This is an optimization exercise on Yosys and OpenROAD, whose aim is small area and a short achievable clock period, not a production implementation.
Where RTL was checked, it was by simulation tests only, not by an equivalence proof against the original.
Function not checked in run 2: the RTL went through the layout flow alone.
In every run shown here, the design's own scripts or RTL, not TritonCTS, make the clock network.
The clock port is modelled as an ideal driver, which makes a skipped or thinned clock tree look cheaper than it is; a real chip needs a root buffer or a tree.
Power is estimated from default activity; no workload was simulated.

### flow/run.sh
#!/bin/bash
# ORFS layout with port buffers of our choice and a two-level clock tree
# (flow/ctree.tcl) in place of TritonCTS; every other step is the standard one.
set -euo pipefail
W=$PWD
K=( "BUFFER_PORTS_ARGS=-buffer_cell sky130_fd_sc_hd__buf_1"
    SETUP_SLACK_MARGIN=1.55
    CTREE_TCL=$W/flow/ctree.tcl CTREE_TOP_DEPTH=2 CTREE_LEAF_DEPTH=3
    CTREE_TOP_CELL=sky130_fd_sc_hd__inv_16 CTREE_LEAF_CELL=sky130_fd_sc_hd__inv_8 )
bash standard.sh "${K[@]}" place > make_place.log 2>&1
bash standard.sh "${K[@]}" run RUN_SCRIPT=$W/flow/mycts.tcl RUN_LOG_NAME_STEM=4_1_cts > make_cts.log 2>&1
bash standard.sh "${K[@]}" finish > make_finish.log 2>&1
### flow/ctree.tcl

proc ctree_split { pts depth } {
  # pts: list of {iterm x y}
  if { $depth == 0 || [llength $pts] < 2 } { return [list $pts] }
  set xs [lmap p $pts { lindex $p 1 }]
  set ys [lmap p $pts { lindex $p 2 }]
  set xs [lsort -integer $xs]; set ys [lsort -integer $ys]
  set w [expr { [lindex $xs end] - [lindex $xs 0] }]
  set h [expr { [lindex $ys end] - [lindex $ys 0] }]
  set k [expr { $w >= $h ? 1 : 2 }]
  set s [lsort -integer -index $k $pts]
  set n [expr { [llength $s] / 2 }]
  return [concat [ctree_split [lrange $s 0 [expr { $n - 1 }]] [expr { $depth - 1 }]] \
                 [ctree_split [lrange $s $n end] [expr { $depth - 1 }]]]
}

proc ctree_centroid { pts } {
  set sx 0; set sy 0
  foreach p $pts { set sx [expr { $sx + [lindex $p 1] }]; set sy [expr { $sy + [lindex $p 2] }] }
  set n [llength $pts]
  return [list [expr { int($sx / $n) }] [expr { int($sy / $n) }]]
}

proc ctree_buf { block master name in_net x y } {
  set inst [odb::dbInst_create $block $master $name]
  set net [odb::dbNet_create $block "${name}_net"]
  $net setSigType CLOCK
  foreach it [$inst getITerms] {
    if { [$it isInputSignal] } { $it connect $in_net }
    if { [$it isOutputSignal] } { $it connect $net }
  }
  set bb [$master getWidth]
  set bh [$master getHeight]
  $inst setLocation [expr { $x - $bb / 2 }] [expr { $y - $bh / 2 }]
  $inst setPlacementStatus PLACED
  return $net
}

proc ctree_build { clk_port top_depth leaf_depth top_cell leaf_cell } {
  set block [ord::get_db_block]
  set db [ord::get_db]
  set bterm [$block findBTerm $clk_port]
  set clk_net [$bterm getNet]
  $clk_net setSigType CLOCK
  set pts {}
  foreach it [$clk_net getITerms] {
    set xy [$it getAvgXY]
    if { ![lindex $xy 0] } {
      set bb [[$it getInst] getBBox]
      set xy [list 1 [expr { ([$bb xMin] + [$bb xMax]) / 2 }] [expr { ([$bb yMin] + [$bb yMax]) / 2 }]]
    }
    lappend pts [list $it [lindex $xy 1] [lindex $xy 2]]
  }
  puts "ctree: [llength $pts] clock pins on $clk_port"
  set topm [$db findMaster $top_cell]
  set leafm [$db findMaster $leaf_cell]
  set parts [ctree_split $pts $top_depth]
  set ti 0
  set li 0
  foreach part $parts {
    set groups [ctree_split $part $leaf_depth]
    set cents {}
    foreach g $groups { lappend cents [concat x [ctree_centroid $g]] }
    set tc [ctree_centroid $cents]
    set tnet [ctree_buf $block $topm "ctree_top_$ti" $clk_net [lindex $tc 0] [lindex $tc 1]]
    incr ti
    foreach g $groups c $cents {
      set lnet [ctree_buf $block $leafm "ctree_leaf_$li" $tnet [lindex $c 1] [lindex $c 2]]
      incr li
      foreach p $g {
        set it [lindex $p 0]
        $it disconnect
        $it connect $lnet
      }
      puts "ctree: leaf $li drives [llength $g] pins"
    }
  }
  puts "ctree: $ti top buffers, $li leaf buffers"
}
### flow/mycts.tcl
# Clock tree step in place of ORFS's TritonCTS step: builds the two-level tree of
# ctree.tcl on the placed design, legalizes, repairs timing as ORFS's cts step
# does, and writes the results the rest of the ORFS flow reads.
source $::env(SCRIPTS_DIR)/load.tcl
erase_non_stage_variables cts
load_design 3_place.odb 3_place.sdc
set_dont_use $::env(DONT_USE_CELLS)

source $::env(CTREE_TCL)
ctree_build clk_i $::env(CTREE_TOP_DEPTH) $::env(CTREE_LEAF_DEPTH) \
  $::env(CTREE_TOP_CELL) $::env(CTREE_LEAF_CELL)
set_propagated_clock [all_clocks]

set_placement_padding -global \
  -left $::env(CELL_PAD_IN_SITES_DETAIL_PLACEMENT) \
  -right $::env(CELL_PAD_IN_SITES_DETAIL_PLACEMENT)
detailed_placement
estimate_parasitics -placement
report_clock_latency

repair_timing_helper
detailed_placement
check_placement -verbose
estimate_parasitics -placement
report_clock_latency
report_checks -path_delay max -group_path_count 5 -digits 3
report_worst_slack -max
report_worst_slack -min

orfs_write_db $::env(RESULTS_DIR)/4_1_cts.odb
orfs_write_sdc $::env(RESULTS_DIR)/4_cts.sdc
### standard.sh
#!/bin/bash
# synth_recipe.tcl (not shown) runs the flow's synth.tcl, then flattens the netlist and writes it again
# the make line also repeats each setting of config.mk as NAME=value (left out here)
make -C /OpenROAD-flow-scripts/flow DESIGN_CONFIG=/design/flow/config.mk WORK_HOME=/design/flow/orfs CLKGATE_MAP_FILE= SYNTH_SCRIPT=/design/flow/synth_recipe.tcl "${@:-finish}"
### config.mk
export PLATFORM = sky130hd
export DESIGN_NAME = sump_ctrl_top
export DESIGN_NICKNAME = sump_ctrl_top
export VERILOG_FILES = /design/flow/design.v
export SDC_FILE = /design/flow/constraint.sdc
export NUM_CORES = 4
export LEC_CHECK = 0
export CAP_MARGIN = 20
export CORE_MARGIN = 2
export CORE_UTILIZATION = 40
export SETUP_SLACK_MARGIN = 0.1
export SLEW_MARGIN = 20
### constraint.sdc
create_clock -name core_clock -period 3.0 [get_ports {clk_i}]
set_input_delay 0.6000 -clock core_clock [delete_from_list [all_inputs] [get_ports {clk_i}]]
set_output_delay 0.6000 -clock core_clock [all_outputs]
set_load 0.01 [all_outputs]
### design.v
`default_nettype none
package sump_cmd_pkg;
  typedef enum logic [7:0] {
    OPC_SOFT_RESET  = 8'h00,
    OPC_RUN         = 8'h01,
    OPC_ID          = 8'h02,
    OPC_XON         = 8'h11,
    OPC_XOFF        = 8'h13,
    OPC_SET_DIV     = 8'h80,
    OPC_SET_CNT     = 8'h81,   
    OPC_SET_FLAGS   = 8'h82,
    OPC_SET_TRG_MSK = 8'hC0,   
    OPC_SET_TRG_VAL = 8'hC1,
    OPC_SET_TRG_CFG = 8'hC2
  } opcode_e;
  typedef enum logic [3:0] {
    ACT_NONE,
    ACT_SOFT_RESET,
    ACT_RUN,
    ACT_ID,
    ACT_XON,
    ACT_XOFF,
    ACT_SET_MASK,
    ACT_SET_VAL,
    ACT_SET_CFG,
    ACT_SET_DIV,
    ACT_SET_CNT,
    ACT_SET_FLAGS
  } action_e;
  typedef logic [1:0]  stage_t;
  typedef logic [31:0] param_t;   
endpackage
`default_nettype wire
`default_nettype none
package sump_cfg_pkg;
  typedef struct packed {
    logic [31:0] mask;
    logic [31:0] value;
    logic [31:0] cfg;    
  } trig_stage_t;
  typedef struct packed {
    trig_stage_t [4-1:0] trig;
    logic [23:0]                    divider;
    logic [15:0]                    read_cnt;
    logic [15:0]                    delay_cnt;
    logic [31:0]                    flags;
  } sump_cfg_t;
endpackage
`default_nettype wire
`default_nettype none
module sump_ctrl_top (
  input  logic                    clk_i,
  input  logic                    rst_n_i,
  input  logic                    rx_valid_i,
  input  logic [7:0]              rx_data_i,
  output logic [471:0]            cfg_o,     
  output logic                    armed_o,
  input  logic                    tx_credit_i,
  output logic                    tx_valid_o,
  output logic [7:0]              tx_data_o
);
  logic        busy_q;
  logic [3:0]  pos_q;
  logic [3:0]  code_q;
  logic [31:0] param_q;
  logic [3:0]  code_d;
  always_comb begin
    code_d = 4'b1111;
    if (rx_data_i[6:4] == 3'b100 && rx_data_i[1:0] != 2'b11)
      code_d = rx_data_i[3:0];
    else if (rx_data_i[6:2] == 5'b00000 && rx_data_i[1:0] != 2'b11)
      code_d = {rx_data_i[1:0], 2'b11};
  end
  logic take_opc, take_par, last_par;
  assign take_opc = rx_valid_i && !busy_q;
  assign take_par = rx_valid_i && busy_q;
  assign last_par = rx_valid_i && pos_q[3];
  always_ff @(posedge clk_i or negedge rst_n_i) begin
    if (!rst_n_i) begin
      busy_q <= 1'b0;
      pos_q  <= 4'd0;
    end else if (rx_valid_i) begin
      if (!busy_q) begin
        busy_q <= rx_data_i[7];
        pos_q  <= {3'd0, rx_data_i[7]};
      end else begin
        busy_q <= !pos_q[3];
        pos_q  <= {pos_q[2:0], 1'b0};
      end
    end
  end
  always_ff @(posedge clk_i) begin
    if (take_opc) code_q  <= code_d;
    if (take_par) param_q <= {rx_data_i, param_q[31:8]};   
  end
  logic c_soft, c_run, c_id, c_xon, c_xoff;
  logic [14:0] we;
  logic [14:0] hold;
  logic [14:0] we_d;
  logic        soft_d;
  assign soft_d = take_opc && (rx_data_i == 8'h00);
  always_comb begin
    for (int w = 0; w < 15; w++) begin
      if (w < 12) we_d[w] = last_par && (code_q == 4'((w / 3) * 4 + (w % 3)));
      else        we_d[w] = last_par && (code_q == 4'((w - 12) * 4 + 3));
    end
  end
  always_ff @(posedge clk_i or negedge rst_n_i) begin
    if (!rst_n_i) begin
      c_soft <= 1'b0;
      c_run  <= 1'b0;
      c_id   <= 1'b0;
      c_xon  <= 1'b0;
      c_xoff <= 1'b0;
      we     <= '0;
      hold   <= '0;
    end else begin
      c_soft <= soft_d;
      c_run  <= take_opc && (rx_data_i == 8'h01);
      c_id   <= take_opc && (rx_data_i == 8'h02);
      c_xon  <= take_opc && (rx_data_i == 8'h11);
      c_xoff <= take_opc && (rx_data_i == 8'h13);
      we     <= we_d;
      hold   <= ~(we_d | {15{soft_d}});
    end
  end
  logic [3:0][31:0] mask_q, value_q, tcfg_q;
  logic [23:0]      divider_q;
  logic [31:0]      cnts_q;    
  logic [31:0]      flags_q;
  logic             armed_q;
  always_ff @(posedge clk_i or negedge rst_n_i) begin
    if (!rst_n_i) begin
      mask_q    <= '0;
      value_q   <= '0;
      tcfg_q    <= '0;
      divider_q <= '0;
      cnts_q    <= '0;
      flags_q   <= '0;
      armed_q   <= 1'b0;
    end else begin
      for (int s = 0; s < 4; s++) begin
        mask_q[s]  <= (param_q & {32{we[s*3+0]}}) | (mask_q[s]  & {32{hold[s*3+0]}});
        value_q[s] <= (param_q & {32{we[s*3+1]}}) | (value_q[s] & {32{hold[s*3+1]}});
        tcfg_q[s]  <= (param_q & {32{we[s*3+2]}}) | (tcfg_q[s]  & {32{hold[s*3+2]}});
      end
      divider_q <= (param_q[23:0] & {24{we[12]}}) | (divider_q & {24{hold[12]}});
      cnts_q    <= (param_q & {32{we[13]}}) | (cnts_q  & {32{hold[13]}});
      flags_q   <= (param_q & {32{we[14]}}) | (flags_q & {32{hold[14]}});
      armed_q   <= c_run || (armed_q && !c_soft);
    end
  end
  always_comb begin
    for (int s = 0; s < 4; s++) begin
      cfg_o[(s*96+88)+:96] = {mask_q[s], value_q[s], tcfg_q[s]};
    end
    cfg_o[87:0] = {divider_q, cnts_q[15:0], cnts_q[31:16], flags_q};
  end
  assign armed_o = armed_q;
  logic       pend_q, xoff_q, valid_q;
  logic [3:0] used_q;
  logic [6:0] txd_q;
  logic       send, id_acc;
  logic       pend_d, xoff_d;
  logic [3:0] used_send, used_idle, used_d;
  logic       full_nocredit;
  assign send   = pend_q && !xoff_q && !used_q[3];
  assign id_acc = c_id && !pend_q;
  always_comb begin
    pend_d = pend_q;
    if (send && txd_q[1]) pend_d = 1'b0;
    if (id_acc)           pend_d = 1'b1;
    if (c_soft)           pend_d = 1'b0;
    xoff_d = xoff_q;
    if (c_xon || c_soft) xoff_d = 1'b0;
    if (c_xoff)          xoff_d = 1'b1;
    used_send = send ? {used_q[2:0], 1'b1} : used_q;
    used_idle = send ? used_q : {1'b0, used_q[3:1]};
    used_d    = tx_credit_i ? used_idle : used_send;
    full_nocredit = send ? used_q[2] : used_q[3];
  end
  always_ff @(posedge clk_i or negedge rst_n_i) begin
    if (!rst_n_i) begin
      pend_q  <= 1'b0;
      xoff_q  <= 1'b0;
      valid_q <= 1'b0;
      used_q  <= 4'd0;
    end else begin
      pend_q  <= pend_d;
      xoff_q  <= xoff_d;
      used_q  <= used_d;
      valid_q <= pend_d && !xoff_d && (tx_credit_i || !full_nocredit);
    end
  end
  always_ff @(posedge clk_i) begin
    if (id_acc) begin
      txd_q <= 7'(8'h31);
    end else if (send) begin
      if (txd_q[5])      txd_q <= 7'(8'h41);
      else if (txd_q[2]) txd_q <= 7'(8'h53);
      else               txd_q <= 7'(8'h4C);
    end
  end
  assign tx_valid_o = valid_q;
  assign tx_data_o  = {1'b0, txd_q};
endmodule
`default_nettype wire
==> results.sh, run 1 <==
export IMPL_status="complete, no violations"
export IMPL_hold_violations=0
export IMPL_routed_via_density=5.831
export IMPL_grt_first_pass_wirelength_mm=92.85
export IMPL_register_area_mm2=0.01422
export IMPL_critPathMaxFanout=16
export IMPL_synth_avg_cell_area_um2=15.27
export IMPL_slew_limit_headroom_pct=27.92
export IMPL_tns_ps=0
export IMPL_netlist_top_cell_by_area="dfrtp_1"
export IMPL_ys_top_cells_by_area="dfrtp_1 (67%), a22o_1 (21%), edfxtp_1 (5.6%)"
export IMPL_synth_edf_count=36
export IMPL_synth_flop_cell="dfrtp_1"
export IMPL_clkTransAtPathRegs_ps=90
export IMPL_hp_class="in2async"
export IMPL_synthAdderAreaFrac_pct=0
export IMPL_clock_latency_ps=180
export IMPL_crit_path_start_kind="input port"
export IMPL_worstSetupPathType="in2reg"
export IMPL_dr_pass1_iters=5
export IMPL_critPathBufInv=2
export IMPL_synthMuxAreaShare_pct=0.05144
export IMPL_area_growth_synth_to_final_pct=16.35
export IMPL_gr_total_overflow=0
export IMPL_rsz0062_at_grt="yes"
export IMPL_grt_max_degree=104
export IMPL_ys_async_sr_fraction_pct=92.53
export IMPL_worstMarginPinSlew_ps=1081
export IMPL_start_util_pct=40.67
export IMPL_yosysWarningCount=1
export IMPL_synthesis_area_mm2=0.01946
export IMPL_crit_path_end_kind="register"
export IMPL_core_mm2=0.04785
export IMPL_synth_simple_area_share_pct=2.231
export IMPL_setup_ws_ps=1244
export IMPL_fmax_mhz=569.6
export IMPL_postCtsHoldBufs=0
export IMPL_yosysMostFrequentCell="dfrtp_1"
export IMPL_ant_nets=0
export IMPL_syn_inst=1274
export IMPL_via_count=13670
export IMPL_whs_ps=309.8
export IMPL_drt_total_wl_mm=63.31
export IMPL_numPortBuffers=492
export IMPL_grt_pass1_vias=13430
export IMPL_crit_slowest_cell="or4_4"
export IMPL_ys_types=40
export IMPL_drtIter0Drc=1188
export IMPL_antenna_cells=0
export IMPL_synth_compound_area_share_pct=21.97
export IMPL_drc=0
export IMPL_dieArea_mm2=0.05043
export IMPL_worstPathRequired_ps=3050
export IMPL_finalPower_mw=14.70
export IMPL_crit_chain="buf_8 -> or4_4 -> nor4_4 -> buf_6 -> nor2_1"
export IMPL_yosys_area_top_type_share_pct=66.87
export IMPL_nets=1743
export IMPL_io_pins=494
export IMPL_die_h_um=224.6
export IMPL_setup_viol=0
export IMPL_synthTopCellsByCount="dfrtp_1 (520), a22o_1 (473), clkbuf_1 (122)"
export IMPL_final_util_pct=47.32
export IMPL_antenna_found_initial=0
export IMPL_skew_ps=22.35
export IMPL_crit_path_max_incr_delay_ps=560
export IMPL_track_usage_pct=24.34
export IMPL_multi_input_area_mm2=0.004775
export IMPL_synth_seq_area_share_pct=73.05
export IMPL_power_density_mw_per_mm2=649.5
export IMPL_dp_hpwl_mm=41.78
export IMPL_timing_max_cap_violations=0
export IMPL_syn_num_nets=1286
export IMPL_synth_xor_area_share_pct=0.04501
export IMPL_wl_per_cell_um=27.01
export IMPL_drive_gt1_share_pct=6.362
export IMPL_final_min_clock_period_ps=1756
export IMPL_rows=80
export IMPL_synth_top_family_by_area="compound AO/OA/AOI/OAI gates"
export IMPL_peakVddDrop_mv=0.3462
export IMPL_die_width_um=224.6
export IMPL_finalCritPeriodShare_pct=58.52
export IMPL_cp_top_family="simple AND/OR/NAND/NOR gates"
export IMPL_fill_cells=4318
export IMPL_dpl_worst_slack_ps=818.9
export IMPL_finalMaxSlewViolations=0
export IMPL_ys_ff_latch=562
export IMPL_arrival_ps=1800
export IMPL_leakagePower_nw=10.51
export IMPL_gp_congestion=0.8313
[cells in the final DEF (no fill, tap or decap), types with 8 or more instances in the layout]
| cell type | instances |
|---|---|
| dfrtp_1 | 517 |
| buf_1 | 484 |
| a22o_1 | 473 |
| buf_4 | 42 |
| nor2_1 | 39 |
| edfxtp_1 | 36 |
| inv_8 | 32 |
| nand2_1 | 10 |
| buf_12 | 8 |
[area by class of cell]
type | count | area share, %
multi-input cells | 579 | 21.09
repair buffers | 545 | 10.65
well taps | 615 | 3.399
flip-flops and latches | 562 | 62.80
inverters | 43 | 2.061
[kinds of logic (layout without fill, tap and decap cells)]
| group | after synthesis | count (layout) |
|---|---|---|
| DFF | 562 | 562 |
| xor gates and xnor gates | 1 | 1 |
| other | 1 | 1 |
| AOI/OAI and AO/OA | 494 | 494 |
| and+or+nand+nor | 82 | 82 |
| buffers and inverters | 133 | 588 |
| muxes | 1 | 1 |
[final timing paths]
path / startpoint / to / slack (ps) / cells past startpoint
setup / recovery: rx_data_i[0] / hold[3] / 1240 / 5
hold / removal: rst_n_i / c_xoff / 310 / 1
setup reg to reg: busy_q / hold[3] / 1370 / 4
hold reg to reg: c_run / armed_q / 440 / 1
max in group asynchronous: rst_n_i / mask_q[54] / 1790 / 3
min in group core_clock: c_run / armed_q / 440 / 1
[where the power goes]
part	leakage (nW)	internal (mW)	switching, mW
clock	0.233	0.489	2.68
combinational	2.76	0.847	1.18
sequential	7.51	8.47	1.04
total	10.5	9.81	4.90
[per-layer routing]
metal / routed length, um / share of wire [%] / GRT usage [%]
met3: 4554 / 7.2 / 3.619
met2: 29930 / 47 / 38.25
met1: 26470 / 42 / 34.90
met5: 0 / 0 / 0
met4: 2361 / 3.7 / 8.118
[flip-flops by register name (all words and copies together) (netlist names), 4 cells and up]
register,flops
value_q,128
flags_q,32
pos_q,4
tcfg_q,128
we,15
txd_q,6
cnts_q,32
mask_q,128
divider_q,24
param_q,32
used_q,4
hold,15
code_q,4
[through the flow]
stage                     area (um2)  cells
after floorplan                19470   1274
after detailed placement       22020   2299
final                          22640   2344
after global routing           22640   2344
after global placement         22020   2299
[timing repair]
item / in CTS / in global routing
pin swaps: 3 / 2
endpoints found under the hold margin: 0 / 0
setup buffers: 4 / 5
gates resized for setup: 22 / 11
setup endpoints to repair: 60 / 235
==> run 2: changes to the inputs <==
--- a/design.v
+++ b/design.v
@@ -106,4 +106,5 @@
     end
   end
+  assign hold = ~(we | {15{c_soft}});
   always_ff @(posedge clk_i or negedge rst_n_i) begin
     if (!rst_n_i) begin
@@ -114,5 +115,4 @@
       c_xoff <= 1'b0;
       we     <= '0;
-      hold   <= '0;
     end else begin
       c_soft <= soft_d;
@@ -122,5 +122,4 @@
       c_xoff <= take_opc && (rx_data_i == 8'h13);
       we     <= we_d;
-      hold   <= ~(we_d | {15{soft_d}});
     end
   end
--- a/flow/run.sh
+++ b/flow/run.sh
@@ -6,4 +6,5 @@
 K=( "BUFFER_PORTS_ARGS=-buffer_cell sky130_fd_sc_hd__buf_1"
     SETUP_SLACK_MARGIN=1.55
+    "DONT_USE_CELLS=sky130_fd_sc_hd__probe_p_8 sky130_fd_sc_hd__probec_p_8 sky130_fd_sc_hd__lpflow_bleeder_1 sky130_fd_sc_hd__lpflow_clkbufkapwr_1 sky130_fd_sc_hd__lpflow_clkbufkapwr_16 sky130_fd_sc_hd__lpflow_clkbufkapwr_2 sky130_fd_sc_hd__lpflow_clkbufkapwr_4 sky130_fd_sc_hd__lpflow_clkbufkapwr_8 sky130_fd_sc_hd__lpflow_clkinvkapwr_1 sky130_fd_sc_hd__lpflow_clkinvkapwr_16 sky130_fd_sc_hd__lpflow_clkinvkapwr_2 sky130_fd_sc_hd__lpflow_clkinvkapwr_4 sky130_fd_sc_hd__lpflow_clkinvkapwr_8 sky130_fd_sc_hd__lpflow_decapkapwr_12 sky130_fd_sc_hd__lpflow_decapkapwr_3 sky130_fd_sc_hd__lpflow_decapkapwr_4 sky130_fd_sc_hd__lpflow_decapkapwr_6 sky130_fd_sc_hd__lpflow_decapkapwr_8 sky130_fd_sc_hd__lpflow_inputiso0n_1 sky130_fd_sc_hd__lpflow_inputiso0p_1 sky130_fd_sc_hd__lpflow_inputiso1n_1 sky130_fd_sc_hd__lpflow_inputiso1p_1 sky130_fd_sc_hd__lpflow_inputisolatch_1 sky130_fd_sc_hd__lpflow_isobufsrc_1 sky130_fd_sc_hd__lpflow_isobufsrc_16 sky130_fd_sc_hd__lpflow_isobufsrc_2 sky130_fd_sc_hd__lpflow_isobufsrc_4 sky130_fd_sc_hd__lpflow_isobufsrc_8 sky130_fd_sc_hd__lpflow_isobufsrckapwr_16 sky130_fd_sc_hd__lpflow_lsbuf_lh_hl_isowell_tap_1 sky130_fd_sc_hd__lpflow_lsbuf_lh_hl_isowell_tap_2 sky130_fd_sc_hd__lpflow_lsbuf_lh_hl_isowell_tap_4 sky130_fd_sc_hd__lpflow_lsbuf_lh_isowell_4 sky130_fd_sc_hd__lpflow_lsbuf_lh_isowell_tap_1 sky130_fd_sc_hd__lpflow_lsbuf_lh_isowell_tap_2 sky130_fd_sc_hd__lpflow_lsbuf_lh_isowell_tap_4 sky130_fd_sc_hd__or4_1 sky130_fd_sc_hd__or4_2 sky130_fd_sc_hd__or4_4 sky130_fd_sc_hd__or4b_1 sky130_fd_sc_hd__or4b_2 sky130_fd_sc_hd__or4b_4 sky130_fd_sc_hd__or4bb_1 sky130_fd_sc_hd__or4bb_2 sky130_fd_sc_hd__or4bb_4 sky130_fd_sc_hd__nor4_1 sky130_fd_sc_hd__nor4_2 sky130_fd_sc_hd__nor4_4 sky130_fd_sc_hd__nor4b_1 sky130_fd_sc_hd__nor4b_2 sky130_fd_sc_hd__nor4b_4 sky130_fd_sc_hd__nor4bb_1 sky130_fd_sc_hd__nor4bb_2 sky130_fd_sc_hd__nor4bb_4"
     CTREE_TCL=$W/flow/ctree.tcl CTREE_TOP_DEPTH=2 CTREE_LEAF_DEPTH=3
     CTREE_TOP_CELL=sky130_fd_sc_hd__inv_16 CTREE_LEAF_CELL=sky130_fd_sc_hd__inv_8 )
==> results.sh, run 2 <==
export IMPL_fin_area_mm2=0.02290
export IMPL_postCtsHoldBufs=0
export IMPL_place_inst=2283
export IMPL_whs_ps=390.4
export IMPL_ant_nets=0
export IMPL_layout_common_cells="dfrtp_1 (504), buf_1 (487), a22o_1 (473), edfxtp_1 (36), buf_4 (36)"
export IMPL_yosysWarningCount=1
export IMPL_nets=1758
export IMPL_wl_per_cell_um=27.67
export IMPL_finalMaxSlewViolations=0
export IMPL_grt_first_pass_wirelength_mm=93.88
export IMPL_worstPathRequired_ps=2940
export IMPL_ys_async_sr_fraction_pct=92.32
export IMPL_pwr_share_seq_pct=64.0
export IMPL_finalPower_mw=14.48
export IMPL_dieArea_mm2=0.04960
export IMPL_multi_input_area_mm2=0.004886
export IMPL_yosysMostFrequentCell="dfrtp_1"
export IMPL_grt_pass1_vias=13530
export IMPL_fmax_mhz=676.1
export IMPL_power_density_mw_per_mm2=632.1
export IMPL_ys_ff_latch=547
export IMPL_start_util_pct=40.33
export IMPL_synth_seq_area_share_pct=72.32
export IMPL_synthTopCellsByCount="dfrtp_1 (505), a22o_1 (473), clkbuf_1 (115)"
export IMPL_gp_congestion=0.8143
export IMPL_peakVddDrop_mv=0.3154
export IMPL_pwr_share_clk_pct=21.8
export IMPL_antenna_found_initial=0
export IMPL_io_pins=494
export IMPL_synth_flop_cell="dfrtp_1"
export IMPL_numPortBuffers=492
export IMPL_drt_total_wl_mm=65.28
export IMPL_final_instance_count_excl_fill=2359
export IMPL_synth_avg_cell_area_um2=15.04
export IMPL_skew_ps=17.30
export IMPL_via_count=13810
export IMPL_synth_edf_count=36
export IMPL_slew_limit_headroom_pct=28.81
export IMPL_antenna_cells=0
export IMPL_final_min_clock_period_ps=1479
export IMPL_internal_power_mw=9.589
export IMPL_worstSetupPathType="in2reg"
export IMPL_core_mm2=0.04745
export IMPL_clock_latency_ps=190
export IMPL_arrival_ps=1420
export IMPL_drtIter0Drc=1145
export IMPL_syn_inst=1272
export IMPL_crit_path_end_kind="register"
export IMPL_timing_max_cap_violations=0
export IMPL_dp_hpwl_mm=41.03
export IMPL_critPathMaxFanout=2
export IMPL_swShare_pct=33.76
export IMPL_drive_gt1_share_pct=8.601
export IMPL_track_usage_pct=24.97
export IMPL_gr_total_overflow=0
export IMPL_tns_ps=0
export IMPL_place_area_mm2=0.02169
export IMPL_rsz0062_at_grt="yes"
export IMPL_yosys_area_top_type_share_pct=66.04
export IMPL_pwr_share_comb_pct=14.2
export IMPL_drc=0
export IMPL_mostFrequentLayoutCell="dfrtp_1"
export IMPL_ys_types=40
export IMPL_crit_path_start_kind="input port"
export IMPL_clkTransAtPathRegs_ps=90
export IMPL_rows=80
export IMPL_die_h_um=222.7
export IMPL_syn_num_nets=1284
export IMPL_worstMarginPinSlew_ps=1068
export IMPL_netlist_top_cell_by_area="dfrtp_1"
export IMPL_hp_class="in2async"
export IMPL_dr_pass1_iters=5
export IMPL_routed_via_density=5.853
export IMPL_leakagePower_nw=10.73
export IMPL_die_width_um=222.7
export IMPL_synthesis_area_mm2=0.01914
export IMPL_hold_violations=0
export IMPL_status="complete, no violations"
export IMPL_grt_max_degree=58
export IMPL_setup_viol=0
export IMPL_register_area_mm2=0.01384
export IMPL_netSwitchingPower_mw=4.887
export IMPL_fill_cells=4276
export IMPL_ys_top_cells_by_area="dfrtp_1 (66%), a22o_1 (22%), edfxtp_1 (5.6%)"
export IMPL_reg_largest_list="mask_q (128), tcfg_q (128), value_q (128)"
export IMPL_area_growth_synth_to_final_pct=19.67
export IMPL_finalCritPeriodShare_pct=49.31
## run 2: path summary, 6_finish.rpt
path                              end  cells past startpoint          from  slack [ps]
max                         code_q[2]                      4  rx_data_i[4]        1520
min                        mask_q[25]                      1       rst_n_i         390
max reg2reg                  txd_q[0]                      3        xoff_q        1550
min reg2reg                   armed_q                      1         c_run         440
max in group asynchronous  mask_q[65]                      2       rst_n_i        1780
min in group core_clock       armed_q                      1         c_run         440
## run 2: layout make-up
type,instances,area share [%]
multi-input combinational,583,21.34
sequential,547,60.44
tap,615,3.360
inverter,43,2.038
timing repair buffer,571,12.82
## run 2: power groups by stage
stage               Combinational [mW]  Sequential (mW)  Clock (mW)
floorplan                        0.852             9.19           0
global placement                  1.92             9.43           0
detailed placement                1.95             9.45           0
global route                      2.22             9.36        3.51
finish                            2.05             9.27        3.16
## run 2: per-layer routing
layer,up-vias,global-route usage (%),share of wire [%]
met1,7286,35.15,42
met4,0,6.495,2.8
met2,664,40.30,48
met3,106,4.324,7.1
met5,-,0,0
li1,5751,-,-
## run 2: logic make-up (layout without fill, tap and decap cells)
logic type	count (synthesis)	in the layout	synth area share, %
flops	547	547	72.32
compound gates	494	494	22.42
mux	1	1	0.05231
xor+xnor	1	1	0.04578
other cells	1	1	0.01960
buf+inv	149	614	3.119
simple gates	79	86	2.027
## run 2: timing repair
action | in CTS | in global routing
gates resized for setup | 33 | 23
buffers inserted | 24 | 6
setup endpoints to repair | 559 | 320
pin swaps | 13 | 4
cloned | 6 | 4
## run 2: through the flow
| step | worst slack (ps) | utilization [%] |
|---|---|---|
| 3_3_place_gp | 1007 | 45.71 |
| 2_1_floorplan | 1421 | - |
| 6_report | 1521 | 48.27 |
| 5_1_grt | 1484 | 48.27 |
| 3_5_place_dp | 998.9 | 45.71 |
## run 2: critical path: stages
cell and delay [ps]:
buf_8 90, or3b_4 380, a211o_1 230, o21a_1 110
==> run 3: changes to the inputs <==
--- a/design.v
+++ b/design.v
@@ -106,5 +106,4 @@
     end
   end
-  assign hold = ~(we | {15{c_soft}});
   always_ff @(posedge clk_i or negedge rst_n_i) begin
     if (!rst_n_i) begin
@@ -115,4 +114,5 @@
       c_xoff <= 1'b0;
       we     <= '0;
+      hold   <= '0;
     end else begin
       c_soft <= soft_d;
@@ -122,4 +122,5 @@
       c_xoff <= take_opc && (rx_data_i == 8'h13);
       we     <= we_d;
+      hold   <= ~(we_d | {15{soft_d}});
     end
   end
==> results.sh, run 3 <==
export IMPL_synth_avg_cell_area_um2=15.22
export IMPL_skew_ps=17.86
export IMPL_fmax_mhz=708.7
export IMPL_peakVddDrop_mv=0.3036
export IMPL_drive_gt1_share_pct=6.329
export IMPL_drc=0
export IMPL_synthesis_area_mm2=0.01948
export IMPL_routed_via_density=5.866
export IMPL_rsz0062_at_grt="no"
export IMPL_start_util_pct=40.64
export IMPL_crit_slowest_cell="nor2_1"
export IMPL_worstMarginPinSlew_ps=1032
export IMPL_syn_num_nets=1292
export IMPL_tns_ps=0
export IMPL_synth_seq_area_share_pct=72.95
export IMPL_worstSetupPathType="in2reg"
export IMPL_finalMaxSlewViolations=0
export IMPL_dp_hpwl_mm=41.73
export IMPL_die_width_um=224.7
export IMPL_die_h_um=224.7
export IMPL_via_count=13800
export IMPL_crit_chain="buf_1 -> nor2_1 -> and3_4 -> and3_1"
export IMPL_ys_types=41
export IMPL_yosys_area_top_type_share_pct=66.78
export IMPL_hold_violations=0
export IMPL_ys_top_cells_by_area="dfrtp_1 (67%), a22o_1 (21%), edfxtp_1 (5.5%)"
export IMPL_hp_class="in2async"
export IMPL_layout_common_cells="dfrtp_1 (517), buf_1 (489), a22o_1 (473), buf_4 (43), edfxtp_1 (36)"
export IMPL_dr_pass1_iters=5
export IMPL_nets=1752
export IMPL_postCtsHoldBufs=0
export IMPL_reg_largest_list="mask_q (128), tcfg_q (128), value_q (128)"
export IMPL_clkTransAtPathRegs_ps=90
export IMPL_synth_flop_cell="dfrtp_1"
export IMPL_grt_pass1_vias=13580
export IMPL_drtIter0Drc=1290
export IMPL_fill_cells=4372
export IMPL_leakagePower_nw=10.53
export IMPL_rows=80
export IMPL_clock_latency_ps=180
export IMPL_slew_limit_headroom_pct=31.21
export IMPL_track_usage_pct=24.34
export IMPL_final_instance_count_excl_fill=2353
export IMPL_numPortBuffers=492
export IMPL_wl_per_cell_um=27.00
export IMPL_arrival_ps=1530
export IMPL_crit_path_end_kind="register"
export IMPL_power_density_mw_per_mm2=649.7
export IMPL_core_mm2=0.04795
export IMPL_crit_path_start_kind="input port"
export IMPL_yosysWarningCount=1
export IMPL_ys_async_sr_fraction_pct=92.53
export IMPL_grt_max_degree=57
export IMPL_dieArea_mm2=0.05049
export IMPL_finalPower_mw=14.73
export IMPL_io_pins=494
export IMPL_yosysMostFrequentCell="dfrtp_1"
export IMPL_setup_viol=0
export IMPL_synthTopCellsByCount="dfrtp_1 (520), a22o_1 (473), clkbuf_1 (122)"
export IMPL_timing_max_cap_violations=0
export IMPL_status="complete, no violations"
export IMPL_ant_nets=0
export IMPL_drt_total_wl_mm=63.54
export IMPL_syn_inst=1280
export IMPL_gr_total_overflow=0
export IMPL_area_growth_synth_to_final_pct=16.37
export IMPL_crit_path_max_incr_delay_ps=340
export IMPL_whs_ps=412.2
export IMPL_netlist_top_cell_by_area="dfrtp_1"
export IMPL_ys_ff_latch=562
export IMPL_critPathMaxFanout=8
export IMPL_multi_input_area_mm2=0.004802
export IMPL_antenna_cells=0
export IMPL_gp_congestion=0.8105
export IMPL_register_area_mm2=0.01422
export IMPL_synth_edf_count=36
export IMPL_antenna_found_initial=0
export IMPL_worstPathRequired_ps=3120
export IMPL_grt_first_pass_wirelength_mm=92.85
export IMPL_mostFrequentLayoutCell="dfrtp_1"
export IMPL_finalCritPeriodShare_pct=47.03
export IMPL_final_min_clock_period_ps=1411
export IMPL_place_inst=2307
==> run 3: changes by cell type in the layout (fill, tap and decap cells not counted), moves of 4 or more <==
cell,delta
buf_8,-4
nor2_1,+6
nor2_2,-5
buf_4,+7
buf_6,-8
dfrtp_1,+13
nor2_4,-15
a21oi_1,+17
buf_12,-19
==> run 3: layout make-up <==
cell class	count	share of cell area (%)
sequential	562	62.70
inverter	43	2.058
tap	615	3.394
timing repair buffer	548	10.67
multi-input combinational	585	21.18
==> run 3: final timing paths <==
kind	cells after the start	endpoint	start	slack, ps
worst max-delay path	4	c_run	rx_data_i[6]	1590
worst min-delay path	1	used_q[0]	rst_n_i	410
worst max register to register	1	value_q[112]	param_q[16]	1600
worst min register to register	2	xoff_q	c_xoff	450
max in group asynchronous	2	mask_q[90]	rst_n_i	1860
min in group core_clock	2	xoff_q	c_xoff	450
==> run 3: metal layers <==
| metal | wire [um] | GRT usage (%) | part of all wire (%) |
|---|---|---|---|
| met1 | 26630 | 34.69 | 42 |
| met2 | 30340 | 38.65 | 48 |
| met3 | 4589 | 3.841 | 7.2 |
| met4 | 1984 | 7.434 | 3.1 |
| met5 | 0 | 0 | 0 |
==> run 3: what timing repair did <==
item                                   CTS  global route
gates cloned                             2             1
gates resized for setup                  5             7
setup endpoints to repair              131            17
pin swaps                                2             2
endpoints found under the hold margin    0             0
setup buffers                            3             4
==> run 3: report_power, final <==
group | leakage [nW] | internal (mW) | switching [mW] | total, mW
clock | 0.233 | 0.488 | 2.68 | 3.16
sequential | 7.51 | 8.47 | 1.07 | 9.54
combinational | 2.78 | 0.857 | 1.17 | 2.03
total | 10.5 | 9.82 | 4.91 | 14.7
==> run 3: through the flow <==
| stage | util (%) | area (um2) | setup WS [ps] |
|---|---|---|---|
| 2_1_floorplan | - | 19510 | 1537 |
| 3_3_place_gp | 46.12 | 22120 | 1053 |
| 3_5_place_dp | 46.12 | 22120 | 1028 |
| 5_1_grt | 47.29 | 22670 | 1560 |
| 6_report | 47.29 | 22670 | 1589 |
==> run 3: worst max-delay path, delay by kind of cell <==
kind	cells	cell delay [ps]
buf+inv	1	100
simple gates	3	830
==> run 3: cells by family after synthesis <==
kind of cell / synth area share, %
compound gates: 22.35
xor+xnor: 0.04496
buf+inv: 2.671
flops: 72.95
mux: 0.05137
other cells: 0.01925
simple gates: 1.914
==> run 4: changes to the inputs <==
--- a/config.mk
+++ b/config.mk
@@ -8,5 +8,4 @@
 export CAP_MARGIN = 20
 export CORE_MARGIN = 2
-export CORE_UTILIZATION = 40
-export SETUP_SLACK_MARGIN = 0.1
+export CORE_UTILIZATION = 50
 export SLEW_MARGIN = 20
==> results.sh, run 4 <==
export IMPL_syn_num_nets=1292
export IMPL_crit_path_start_kind="register"
export IMPL_die_width_um=201.4
export IMPL_synth_simple_area_share_pct=1.914
export IMPL_final_util_pct=58.39
export IMPL_synthMuxAreaShare_pct=0.05137
export IMPL_grt_max_degree=107
export IMPL_wl_per_cell_um=27.61
export IMPL_drive_gt1_share_pct=6.164
export IMPL_rsz0062_at_grt="no"
export IMPL_dp_hpwl_mm=40.41
export IMPL_antenna_cells=0
export IMPL_arrival_ps=820
export IMPL_critPathMaxFanout=2
export IMPL_mostFrequentLayoutCell="dfrtp_1"
export IMPL_worstSetupPathType="reg2out"
export IMPL_ant_nets=0
export IMPL_skew_ps=10.37
export IMPL_setup_viol=0
export IMPL_synthTopCellsByCount="dfrtp_1 (520), a22o_1 (473), clkbuf_1 (122)"
export IMPL_power_density_mw_per_mm2=653.9
export IMPL_synth_seq_area_share_pct=72.95
export IMPL_core_mm2=0.03856
export IMPL_clock_latency_ps=170
export IMPL_wl_met2_mm=28.32
export IMPL_syn_inst=1280
export IMPL_synth_avg_cell_area_um2=15.22
export IMPL_final_min_clock_period_ps=1425
export IMPL_synthAdderAreaFrac_pct=0
export IMPL_ys_top_cells_by_area="dfrtp_1 (67%), a22o_1 (21%), edfxtp_1 (5.5%)"
export IMPL_ys_async_sr_fraction_pct=92.53
export IMPL_layout_common_cells="dfrtp_1 (517), buf_1 (490), a22o_1 (473), buf_4 (43), edfxtp_1 (36)"
export IMPL_yosys_area_top_type_share_pct=66.78
export IMPL_status="complete, no violations"
export IMPL_tns_ps=0
export IMPL_worstPathRequired_ps=2400
export IMPL_yosysMostFrequentCell="dfrtp_1"
export IMPL_dr_pass1_iters=5
export IMPL_synth_compound_area_share_pct=22.35
export IMPL_area_growth_synth_to_final_pct=15.55
export IMPL_grt_pass1_vias=13540
export IMPL_start_util_pct=50.54
export IMPL_via_count=13880
export IMPL_ys_types=41
export IMPL_worstMarginPinSlew_ps=1024
export IMPL_nets=1750
export IMPL_synth_xor_area_share_pct=0.04495
export IMPL_die_h_um=201.4
export IMPL_crit_path_end_kind="output pin"
export IMPL_finalMaxSlewViolations=0
export IMPL_rows=72
export IMPL_gr_total_overflow=0
export IMPL_fill_cells=3275
export IMPL_gp_congestion=0.8088
export IMPL_clkTransAtPathRegs_ps=90
export IMPL_wl_met1_mm=25.85
export IMPL_fmax_mhz=701.8
export IMPL_finalPower_mw=14.72
export IMPL_r2r_end="cnts_q[28]"
export IMPL_ys_ff_latch=562
export IMPL_r2r_start="param_q[28]"
export IMPL_antenna_found_initial=0
export IMPL_synth_top_family_by_area="compound AO/OA/AOI/OAI gates"
export IMPL_reg_largest_list="mask_q (128), tcfg_q (128), value_q (128)"
export IMPL_cp_top_family="flip-flops"
export IMPL_hold_violations=0
export IMPL_crit_slowest_cell="dfrtp_1"
export IMPL_hp_class="in2async"
export IMPL_drc=0
export IMPL_crit_chain="buf_1"
export IMPL_peakVddDrop_mv=0.3751
export IMPL_leakagePower_nw=10.50
export IMPL_wl_met3_mm=5.423
export IMPL_synth_flop_cell="dfrtp_1"
export IMPL_routed_via_density=6.156
export IMPL_critPathBufInv=1
export IMPL_finalCritPeriodShare_pct=47.50
export IMPL_io_pins=494
export IMPL_grt_first_pass_wirelength_mm=92.58
export IMPL_slew_limit_headroom_pct=31.74
export IMPL_yosysWarningCount=1
export IMPL_drtIter0Drc=872
export IMPL_postCtsHoldBufs=0
export IMPL_maxUsedRoutingLayer="met4"
export IMPL_reg2regPathDepth=1
export IMPL_track_usage_pct=30.11
export IMPL_crit_path_max_incr_delay_ps=400
export IMPL_numPortBuffers=492
export IMPL_worst_r2r_setup_slack_ps=1620
export IMPL_netlist_top_cell_by_area="dfrtp_1"
export IMPL_dieArea_mm2=0.04056
export IMPL_drt_total_wl_mm=62.23
export IMPL_synthesis_area_mm2=0.01948
export IMPL_timing_max_cap_violations=0
export IMPL_synth_edf_count=36
-- run 4: cell counts after synthesis --
Identical to the previous run, type by type.
-- run 4: area by class of cell --
type | instances | area (um2) | area share [%]
well taps | 518 | 648.1 | 2.879
repair buffers | 546 | 2384 | 10.59
multi-input cells | 585 | 4800 | 21.32
inverters | 43 | 466.7 | 2.073
flip-flops and latches | 562 | 14220 | 63.15
-- run 4: metrics by stage --
step / worst slack [ps] / area, um2 / std cells / hold WS (ps)
2_1_floorplan: 1537 / 19510 / 1280 / 304.4
3_3_place_gp: 1040 / 21940 / 2208 / 454.1
3_5_place_dp: 1004 / 21940 / 2208 / 442.0
5_1_grt: 1554 / 22520 / 2254 / 361.4
6_report: 1575 / 22520 / 2254 / 354.9
-- run 4: what timing repair did --
action / in CTS / in global routing
endpoints found under the setup margin: 60 / 103
pin swaps: 2 / 2
cloned: 2 / 1
gates resized for setup: 4 / 9
buffers inserted: 3 / 4
-- run 4: per-layer routing --
metal	vias up	global-route usage (%)
met4	0	10.90
met5	-	0
met2	742	45.89
met3	120	6.009
li1	5766	-
met1	7247	43.45
-- run 4: logic make-up after synthesis --
logic type,count (synthesis)
simple gates,71
mux,1
compound gates,509
xor+xnor,1
flops,562
other cells,1
buf+inv,135
-- run 4: report_power, final --
group	internal [mW]	total [mW]	switching (mW)	leakage, nW
sequential	8.47	9.51	1.04	7.51
combinational	0.857	2.07	1.21	2.75
clock	0.490	3.15	2.66	0.233
-- run 4: how the worst max path moves through the flow --
stage,to,slack [ps],from,depth (start not counted)
3_5_place_dp,c_run,1000,rx_valid_i,5
2_1_floorplan,hold[6],1540,rx_data_i[5],4
3_3_place_gp,c_run,1040,rx_valid_i,5
5_1_grt,cfg_o[393],1550,tcfg_q[113],1
6_report,cfg_o[14],1580,flags_q[14],1
==> run 5: changes to the inputs <==
--- a/flow/run.sh
+++ b/flow/run.sh
@@ -5,5 +5,5 @@
 W=$PWD
 K=( "BUFFER_PORTS_ARGS=-buffer_cell sky130_fd_sc_hd__buf_1"
-    SETUP_SLACK_MARGIN=1.55
+    SETUP_SLACK_MARGIN=1.65
     "DONT_USE_CELLS=sky130_fd_sc_hd__probe_p_8 sky130_fd_sc_hd__probec_p_8 sky130_fd_sc_hd__lpflow_bleeder_1 sky130_fd_sc_hd__lpflow_clkbufkapwr_1 sky130_fd_sc_hd__lpflow_clkbufkapwr_16 sky130_fd_sc_hd__lpflow_clkbufkapwr_2 sky130_fd_sc_hd__lpflow_clkbufkapwr_4 sky130_fd_sc_hd__lpflow_clkbufkapwr_8 sky130_fd_sc_hd__lpflow_clkinvkapwr_1 sky130_fd_sc_hd__lpflow_clkinvkapwr_16 sky130_fd_sc_hd__lpflow_clkinvkapwr_2 sky130_fd_sc_hd__lpflow_clkinvkapwr_4 sky130_fd_sc_hd__lpflow_clkinvkapwr_8 sky130_fd_sc_hd__lpflow_decapkapwr_12 sky130_fd_sc_hd__lpflow_decapkapwr_3 sky130_fd_sc_hd__lpflow_decapkapwr_4 sky130_fd_sc_hd__lpflow_decapkapwr_6 sky130_fd_sc_hd__lpflow_decapkapwr_8 sky130_fd_sc_hd__lpflow_inputiso0n_1 sky130_fd_sc_hd__lpflow_inputiso0p_1 sky130_fd_sc_hd__lpflow_inputiso1n_1 sky130_fd_sc_hd__lpflow_inputiso1p_1 sky130_fd_sc_hd__lpflow_inputisolatch_1 sky130_fd_sc_hd__lpflow_isobufsrc_1 sky130_fd_sc_hd__lpflow_isobufsrc_16 sky130_fd_sc_hd__lpflow_isobufsrc_2 sky130_fd_sc_hd__lpflow_isobufsrc_4 sky130_fd_sc_hd__lpflow_isobufsrc_8 sky130_fd_sc_hd__lpflow_isobufsrckapwr_16 sky130_fd_sc_hd__lpflow_lsbuf_lh_hl_isowell_tap_1 sky130_fd_sc_hd__lpflow_lsbuf_lh_hl_isowell_tap_2 sky130_fd_sc_hd__lpflow_lsbuf_lh_hl_isowell_tap_4 sky130_fd_sc_hd__lpflow_lsbuf_lh_isowell_4 sky130_fd_sc_hd__lpflow_lsbuf_lh_isowell_tap_1 sky130_fd_sc_hd__lpflow_lsbuf_lh_isowell_tap_2 sky130_fd_sc_hd__lpflow_lsbuf_lh_isowell_tap_4 sky130_fd_sc_hd__or4_1 sky130_fd_sc_hd__or4_2 sky130_fd_sc_hd__or4_4 sky130_fd_sc_hd__or4b_1 sky130_fd_sc_hd__or4b_2 sky130_fd_sc_hd__or4b_4 sky130_fd_sc_hd__or4bb_1 sky130_fd_sc_hd__or4bb_2 sky130_fd_sc_hd__or4bb_4 sky130_fd_sc_hd__nor4_1 sky130_fd_sc_hd__nor4_2 sky130_fd_sc_hd__nor4_4 sky130_fd_sc_hd__nor4b_1 sky130_fd_sc_hd__nor4b_2 sky130_fd_sc_hd__nor4b_4 sky130_fd_sc_hd__nor4bb_1 sky130_fd_sc_hd__nor4bb_2 sky130_fd_sc_hd__nor4bb_4"
     CTREE_TCL=$W/flow/ctree.tcl CTREE_TOP_DEPTH=2 CTREE_LEAF_DEPTH=3
--- a/config.mk
+++ b/config.mk
@@ -8,4 +8,5 @@
 export CAP_MARGIN = 20
 export CORE_MARGIN = 2
-export CORE_UTILIZATION = 50
+export CORE_UTILIZATION = 40
+export SETUP_SLACK_MARGIN = 0.1
 export SLEW_MARGIN = 20
==> results.sh, run 5 <==
export IMPL_ys_top_cells_by_area="dfrtp_1 (67%), a22o_1 (21%), edfxtp_1 (5.5%)"
export IMPL_yosys_area_top_type_share_pct=66.78
export IMPL_worstSetupPathType="in2reg"
export IMPL_area_growth_synth_to_final_pct=24.59
export IMPL_yosysWarningCount=1
export IMPL_skew_ps=24.33
export IMPL_mostFrequentLayoutCell="dfrtp_1"
export IMPL_netlist_top_cell_by_area="dfrtp_1"
export IMPL_track_usage_pct=24.19
export IMPL_start_util_pct=40.64
export IMPL_syn_inst=1280
export IMPL_synthTopCellsByCount="dfrtp_1 (520), a22o_1 (473), clkbuf_1 (122)"
export IMPL_slew_limit_headroom_pct=40.00
export IMPL_place_inst=2304
export IMPL_dieArea_mm2=0.05049
export IMPL_numPortBuffers=492
export IMPL_setup_viol=0
export IMPL_place_area_mm2=0.02201
export IMPL_ys_types=41
export IMPL_ys_async_sr_fraction_pct=92.53
export IMPL_drt_total_wl_mm=64.02
export IMPL_die_h_um=224.7
export IMPL_reg_largest_list="mask_q (128), tcfg_q (128), value_q (128)"
export IMPL_via_count=14210
export IMPL_wl_per_cell_um=25.98
export IMPL_yosysMostFrequentCell="dfrtp_1"
export IMPL_wl_met3_mm=4.527
export IMPL_final_min_clock_period_ps=1385
export IMPL_synth_edf_count=36
export IMPL_synthesis_area_mm2=0.01948
export IMPL_grt_max_degree=58
export IMPL_crit_path_start_kind="input port"
export IMPL_final_instance_count_excl_fill=2464
export IMPL_rows=80
export IMPL_grt_pass1_vias=13480
export IMPL_syn_num_nets=1292
export IMPL_worstMarginPinSlew_ps=900.0
export IMPL_synth_seq_area_share_pct=72.95
export IMPL_rsz0062_at_grt="yes"
export IMPL_fmax_mhz=722.2
export IMPL_drc=0
export IMPL_maxUsedRoutingLayer="met4"
export IMPL_final_util_pct=50.63
export IMPL_nets=1863
export IMPL_io_pins=494
export IMPL_fin_area_mm2=0.02428
export IMPL_wl_met2_mm=30.96
export IMPL_layout_common_cells="dfrtp_1 (515), a22o_1 (473), buf_1 (225), clkbuf_2 (178), buf_4 (147)"
export IMPL_postCtsHoldBufs=0
export IMPL_dp_hpwl_mm=41.03
export IMPL_critPathMaxFanout=7
export IMPL_peakVddDrop_mv=0.3819
export IMPL_dr_pass1_iters=5
export IMPL_worstPathRequired_ps=3070
export IMPL_hold_violations=0
export IMPL_drtIter0Drc=1411
export IMPL_die_width_um=224.7
export IMPL_crit_path_end_kind="register"
export IMPL_antenna_cells=0
export IMPL_timing_max_cap_violations=0
export IMPL_status="complete, no violations"
export IMPL_finalMaxSlewViolations=0
export IMPL_hp_class="in2async"
export IMPL_gr_total_overflow=0
export IMPL_grt_first_pass_wirelength_mm=92.74
export IMPL_ys_ff_latch=562
export IMPL_ant_nets=0
export IMPL_routed_via_density=5.765
export IMPL_synth_avg_cell_area_um2=15.22
export IMPL_arrival_ps=1450
export IMPL_clkTransAtPathRegs_ps=90
export IMPL_synth_flop_cell="dfrtp_1"
export IMPL_tns_ps=0
export IMPL_finalCritPeriodShare_pct=46.16
export IMPL_antenna_found_initial=0
export IMPL_drive_gt1_share_pct=26.66
export IMPL_power_density_mw_per_mm2=629.3
export IMPL_wl_met1_mm=26.82
export IMPL_worst_r2r_setup_slack_ps=1680
export IMPL_core_mm2=0.04795
export IMPL_clock_latency_ps=200
export IMPL_leakagePower_nw=12.18
export IMPL_gp_congestion=0.8171
run 5: changes by cell type in the layout (fill, tap and decap cells not counted), sizes merged:
cell    delta
bufbuf     +1
clkbuf   +179
buf       -67
run 5: cell families after synthesis:
group | Yosys count | synth area share, %
flip-flops | 562 | 72.95
AO/OA/AOI/OAI | 509 | 22.35
buffers and inverters | 135 | 2.671
AND/OR/NAND/NOR | 71 | 1.914
XOR/XNOR | 1 | 0.04496
multiplexers | 1 | 0.05137
other | 1 | 0.01925
run 5: stage by stage:
stage / hold WS, ps / setup slack [ps] / power, mW
final: 293.2 / 1615 / 15.28
after global routing: 299.2 / 1595 / 15.95
after detailed placement: 454.4 / 1015 / 11.66
after global placement: 440.3 / 1073 / 11.62
after floorplan: 304.4 / 1537 / 10.31
run 5: report_power, final:
group	total, mW	internal [mW]	switching (mW)
Sequential	9.33	8.47	0.860
Clock	3.19	0.486	2.70
Combinational	2.76	1.30	1.46
run 5: layout make-up:
class / count / area (um2)
fillers: 4177 / 23670
inverters: 43 / 466.7
multi-input cells: 585 / 4818
flip-flops and latches: 562 / 14220
well taps: 615 / 769.5
repair buffers: 659 / 4000
run 5: worst paths after layout:
path / from / endpoint / cells past startpoint
worst max-delay path: rx_data_i[5] / hold[5] / 6
worst min-delay path: rst_n_i / tcfg_q[38] / 1
worst max register to register: pend_q / txd_q[3] / 3
worst min register to register: c_xoff / xoff_q / 2
max in group asynchronous: rst_n_i / flags_q[25] / 3
min in group core_clock: c_xoff / xoff_q / 2
run 5: routing by layer:
layer  global-route usage (%)  vias to the layer above
met3                    3.749                       93
met4                    6.024                        0
li1                         -                     5982
met1                    34.50                     7444
met5                        0                        -
met2                    39.05                      687
run 5: timing repair:
item / 4_1_cts / 5_1_grt
pin swaps: 4 / 4
cloned: 4 / 2
setup buffers: 29 / 89
endpoints found under the setup margin: 527 / 406
gates resized for setup: 102 / 283
run 5: worst max-delay path, stage by stage:
cell       delay, ps
buf_6             90
or2_4            270
nor3_4           140
buf_4            150
clkbuf_16        140
a21oi_1           60
==> run 6: changes to the inputs <==
--- a/flow/run.sh
+++ b/flow/run.sh
@@ -5,5 +5,5 @@
 W=$PWD
 K=( "BUFFER_PORTS_ARGS=-buffer_cell sky130_fd_sc_hd__buf_1"
-    SETUP_SLACK_MARGIN=1.65
+    SETUP_SLACK_MARGIN=1.6 CAP_MARGIN=0 SLEW_MARGIN=0
     "DONT_USE_CELLS=sky130_fd_sc_hd__probe_p_8 sky130_fd_sc_hd__probec_p_8 sky130_fd_sc_hd__lpflow_bleeder_1 sky130_fd_sc_hd__lpflow_clkbufkapwr_1 sky130_fd_sc_hd__lpflow_clkbufkapwr_16 sky130_fd_sc_hd__lpflow_clkbufkapwr_2 sky130_fd_sc_hd__lpflow_clkbufkapwr_4 sky130_fd_sc_hd__lpflow_clkbufkapwr_8 sky130_fd_sc_hd__lpflow_clkinvkapwr_1 sky130_fd_sc_hd__lpflow_clkinvkapwr_16 sky130_fd_sc_hd__lpflow_clkinvkapwr_2 sky130_fd_sc_hd__lpflow_clkinvkapwr_4 sky130_fd_sc_hd__lpflow_clkinvkapwr_8 sky130_fd_sc_hd__lpflow_decapkapwr_12 sky130_fd_sc_hd__lpflow_decapkapwr_3 sky130_fd_sc_hd__lpflow_decapkapwr_4 sky130_fd_sc_hd__lpflow_decapkapwr_6 sky130_fd_sc_hd__lpflow_decapkapwr_8 sky130_fd_sc_hd__lpflow_inputiso0n_1 sky130_fd_sc_hd__lpflow_inputiso0p_1 sky130_fd_sc_hd__lpflow_inputiso1n_1 sky130_fd_sc_hd__lpflow_inputiso1p_1 sky130_fd_sc_hd__lpflow_inputisolatch_1 sky130_fd_sc_hd__lpflow_isobufsrc_1 sky130_fd_sc_hd__lpflow_isobufsrc_16 sky130_fd_sc_hd__lpflow_isobufsrc_2 sky130_fd_sc_hd__lpflow_isobufsrc_4 sky130_fd_sc_hd__lpflow_isobufsrc_8 sky130_fd_sc_hd__lpflow_isobufsrckapwr_16 sky130_fd_sc_hd__lpflow_lsbuf_lh_hl_isowell_tap_1 sky130_fd_sc_hd__lpflow_lsbuf_lh_hl_isowell_tap_2 sky130_fd_sc_hd__lpflow_lsbuf_lh_hl_isowell_tap_4 sky130_fd_sc_hd__lpflow_lsbuf_lh_isowell_4 sky130_fd_sc_hd__lpflow_lsbuf_lh_isowell_tap_1 sky130_fd_sc_hd__lpflow_lsbuf_lh_isowell_tap_2 sky130_fd_sc_hd__lpflow_lsbuf_lh_isowell_tap_4 sky130_fd_sc_hd__or4_1 sky130_fd_sc_hd__or4_2 sky130_fd_sc_hd__or4_4 sky130_fd_sc_hd__or4b_1 sky130_fd_sc_hd__or4b_2 sky130_fd_sc_hd__or4b_4 sky130_fd_sc_hd__or4bb_1 sky130_fd_sc_hd__or4bb_2 sky130_fd_sc_hd__or4bb_4 sky130_fd_sc_hd__nor4_1 sky130_fd_sc_hd__nor4_2 sky130_fd_sc_hd__nor4_4 sky130_fd_sc_hd__nor4b_1 sky130_fd_sc_hd__nor4b_2 sky130_fd_sc_hd__nor4b_4 sky130_fd_sc_hd__nor4bb_1 sky130_fd_sc_hd__nor4bb_2 sky130_fd_sc_hd__nor4bb_4"
     CTREE_TCL=$W/flow/ctree.tcl CTREE_TOP_DEPTH=2 CTREE_LEAF_DEPTH=3
==> results.sh, run 6 <==
export IMPL_critPathMaxFanout=2
export IMPL_drc=0
export IMPL_fmax_mhz=721.8
export IMPL_internal_power_mw=9.855
export IMPL_drt_total_wl_mm=63.39
export IMPL_cp_top_family="flip-flops"
export IMPL_synth_flop_cell="dfrtp_1"
export IMPL_grt_first_pass_wirelength_mm=92.60
export IMPL_rsz0062_at_grt="yes"
export IMPL_worstSetupPathType="reg2out"
export IMPL_reg_largest_list="mask_q (128), tcfg_q (128), value_q (128)"
export IMPL_pwr_share_seq_pct=63.9
export IMPL_wl_per_cell_um=26.88
export IMPL_clock_latency_ps=180
export IMPL_netSwitchingPower_mw=4.936
export IMPL_yosysWarningCount=1
export IMPL_tns_ps=0
export IMPL_crit_path_end_kind="output pin"
export IMPL_grt_pass1_vias=13510
export IMPL_die_h_um=224.7
export IMPL_yosys_area_top_type_share_pct=66.78
export IMPL_arrival_ps=790
export IMPL_yosysMostFrequentCell="dfrtp_1"
export IMPL_drtIter0Drc=1185
export IMPL_synthTopCellsByCount="dfrtp_1 (520), a22o_1 (473), clkbuf_1 (122)"
export IMPL_syn_inst=1280
export IMPL_syn_num_nets=1292
export IMPL_hp_class="in2async"
export IMPL_layout_common_cells="dfrtp_1 (514), a22o_1 (473), buf_1 (457), buf_4 (47), edfxtp_1 (36)"
export IMPL_slew_limit_headroom_pct=35.62
export IMPL_crit_slowest_cell="dfrtp_1"
export IMPL_via_count=13820
export IMPL_area_growth_synth_to_final_pct=16.91
export IMPL_synth_edf_count=36
export IMPL_grt_max_degree=87
export IMPL_hold_violations=0
export IMPL_setup_viol=0
export IMPL_postCtsHoldBufs=0
export IMPL_netlist_top_cell_by_area="dfrtp_1"
export IMPL_nets=1757
export IMPL_crit_path_start_kind="register"
export IMPL_finalCritPeriodShare_pct=46.18
export IMPL_swShare_pct=33.37
export IMPL_gr_total_overflow=0
export IMPL_ys_async_sr_fraction_pct=92.53
export IMPL_rows=80
export IMPL_gp_congestion=0.8262
export IMPL_ys_top_cells_by_area="dfrtp_1 (67%), a22o_1 (21%), edfxtp_1 (5.5%)"
export IMPL_ys_types=41
export IMPL_dieArea_mm2=0.05049
export IMPL_drive_gt1_share_pct=8.778
export IMPL_pwr_share_comb_pct=14.6
export IMPL_start_util_pct=40.64
export IMPL_r2r_start="param_q[15]"
export IMPL_critPathBufInv=1
export IMPL_worstMarginPinSlew_ps=965.7
export IMPL_finalMaxSlewViolations=0
export IMPL_numPortBuffers=492
export IMPL_antenna_cells=0
export IMPL_worst_r2r_setup_slack_ps=1660
export IMPL_track_usage_pct=24.22
export IMPL_io_pins=494
export IMPL_synth_seq_area_share_pct=72.95
export IMPL_leakagePower_nw=10.66
export IMPL_pwr_share_clk_pct=21.5
export IMPL_routed_via_density=5.860
export IMPL_clkTransAtPathRegs_ps=90
export IMPL_mostFrequentLayoutCell="dfrtp_1"
export IMPL_peakVddDrop_mv=0.3754
export IMPL_ant_nets=0
export IMPL_timing_max_cap_violations=0
export IMPL_die_width_um=224.7
export IMPL_dr_pass1_iters=5
export IMPL_final_min_clock_period_ps=1386
export IMPL_core_mm2=0.04795
export IMPL_ys_ff_latch=562
export IMPL_finalPower_mw=14.79
export IMPL_r2r_end="mask_q[111]"
export IMPL_dp_hpwl_mm=41.62
export IMPL_status="complete, no violations"
export IMPL_crit_chain="buf_1"
export IMPL_power_density_mw_per_mm2=649.3
export IMPL_antenna_found_initial=1
export IMPL_synthesis_area_mm2=0.01948
export IMPL_synth_avg_cell_area_um2=15.22
export IMPL_skew_ps=15.55
export IMPL_crit_path_max_incr_delay_ps=360
export IMPL_reg2regPathDepth=1
export IMPL_worstPathRequired_ps=2400
export IMPL_fill_cells=4341
## run 6: through the flow
step / util [%] / setup WS [ps] / instance area [um2] / std cells / hold slack, ps
after global placement: 46.01 / 1042 / 22060 / 2305 / 427.8
after global routing: 47.51 / 1597 / 22780 / 2358 / 379.2
final: 47.51 / 1614 / 22780 / 2358 / 365.4
after detailed placement: 46.01 / 975.7 / 22060 / 2305 / 424.8
after floorplan: - / 1537 / 19520 / 1280 / 304.4
## run 6: routing by layer
layer	vias to the layer above	track usage, %	wire length, um
li1	5777	-	-
met1	7260	34.17	26520
met2	660	38.69	30180
met3	120	3.971	4469
met4	2	7.456	2205
met5	-	0	13
## run 6: timing repair
action                     CTS  global route
setup endpoints to repair  116            96
gates cloned                 2             2
pin swaps                    3             2
resized for setup           11            43
buffers inserted             9             4
## run 6: cell families (layout without fill, tap and decap cells)
family	count (synthesis)	in the layout	synth area share, %
other cells	1	1	0.01925
flops	562	562	72.95
xor+xnor	1	1	0.04496
compound gates	509	509	22.35
mux	1	1	0.05137
simple gates	71	73	1.914
buf+inv	135	596	2.671
## run 6: power groups by stage
stage               registers [mW]  clock network [mW]  logic (mW)
global placement              9.65                   0        1.99
floorplan                     9.42                   0       0.895
finish                        9.46                3.18        2.16
detailed placement            9.65                   0        2.02
global route                  9.54                3.54        2.34
## run 6: final cells by class
cell class	count	area, um2	share of cell area (%)
Inverter	43	466.7	2.049
Multi-Input combinational cell	585	4817	21.15
Sequential cell	562	14220	62.43
Tap cell	615	769.5	3.378
Timing Repair Buffer	553	2505	11.00
## run 6: worst max-delay path by stage
| stage | start | to | depth (start not counted) | slack [ps] |
|---|---|---|---|---|
| 6_report | tcfg_q[84] | cfg_o[300] | 1 | 1610 |
| 5_1_grt | rst_n_i | we[13] | 3 | 1600 |
| 3_5_place_dp | rx_valid_i | c_run | 5 | 980 |
| 3_3_place_gp | rx_valid_i | c_run | 5 | 1040 |
| 2_1_floorplan | rx_data_i[5] | hold[6] | 4 | 1540 |

port drivers added, routing unchanged:
How much do the figures lean on ideal ports? The routed layouts below were timed once more, with nothing changed but the port constraints.
Step 1 (the two cells are an assumption about what drives the block):
set clk [get_ports {clk_i}]
set_driving_cell -lib_cell sky130_fd_sc_hd__clkbuf_16 $clk
set_driving_cell -lib_cell sky130_fd_sc_hd__buf_2 [delete_from_list [all_inputs] $clk]
Step 2 times the ports against the registers' clock, not the clock port: input delays grow and output delays shrink by t, the midpoint of the rising clock arrivals with the driver on.
a / b / c = ideal ports / drivers / drivers and shift; a / b = the first two.
run	t, ns	setup WS [ns]	worst hold slack (ns)	worst setup path at the end
run 1	0.396	1.244 / 1.372 / 1.037	0.310 / 0.120 / 0.440	input to register
run 2	0.405	1.521 / 1.386 / 1.284	0.390 / 0.195 / 0.439	input to register
run 3	0.398	1.589 / 1.384 / 1.372	0.412 / 0.221 / 0.451	input to register
run 4	0.395	1.575 / 1.349 / 1.407	0.355 / 0.158 / 0.474	input to register
run 5	0.405	1.615 / 1.418 / 1.376	0.293 / 0.098 / 0.464	input to register
run 6	0.402	1.614 / 1.386 / 1.409	0.365 / 0.164 / 0.441	input to register
After both steps every run listed still meets setup and hold. The setup slack of run 5, which loses most, moves by -0.197 ns with the drivers and by -0.239 ns with both steps.
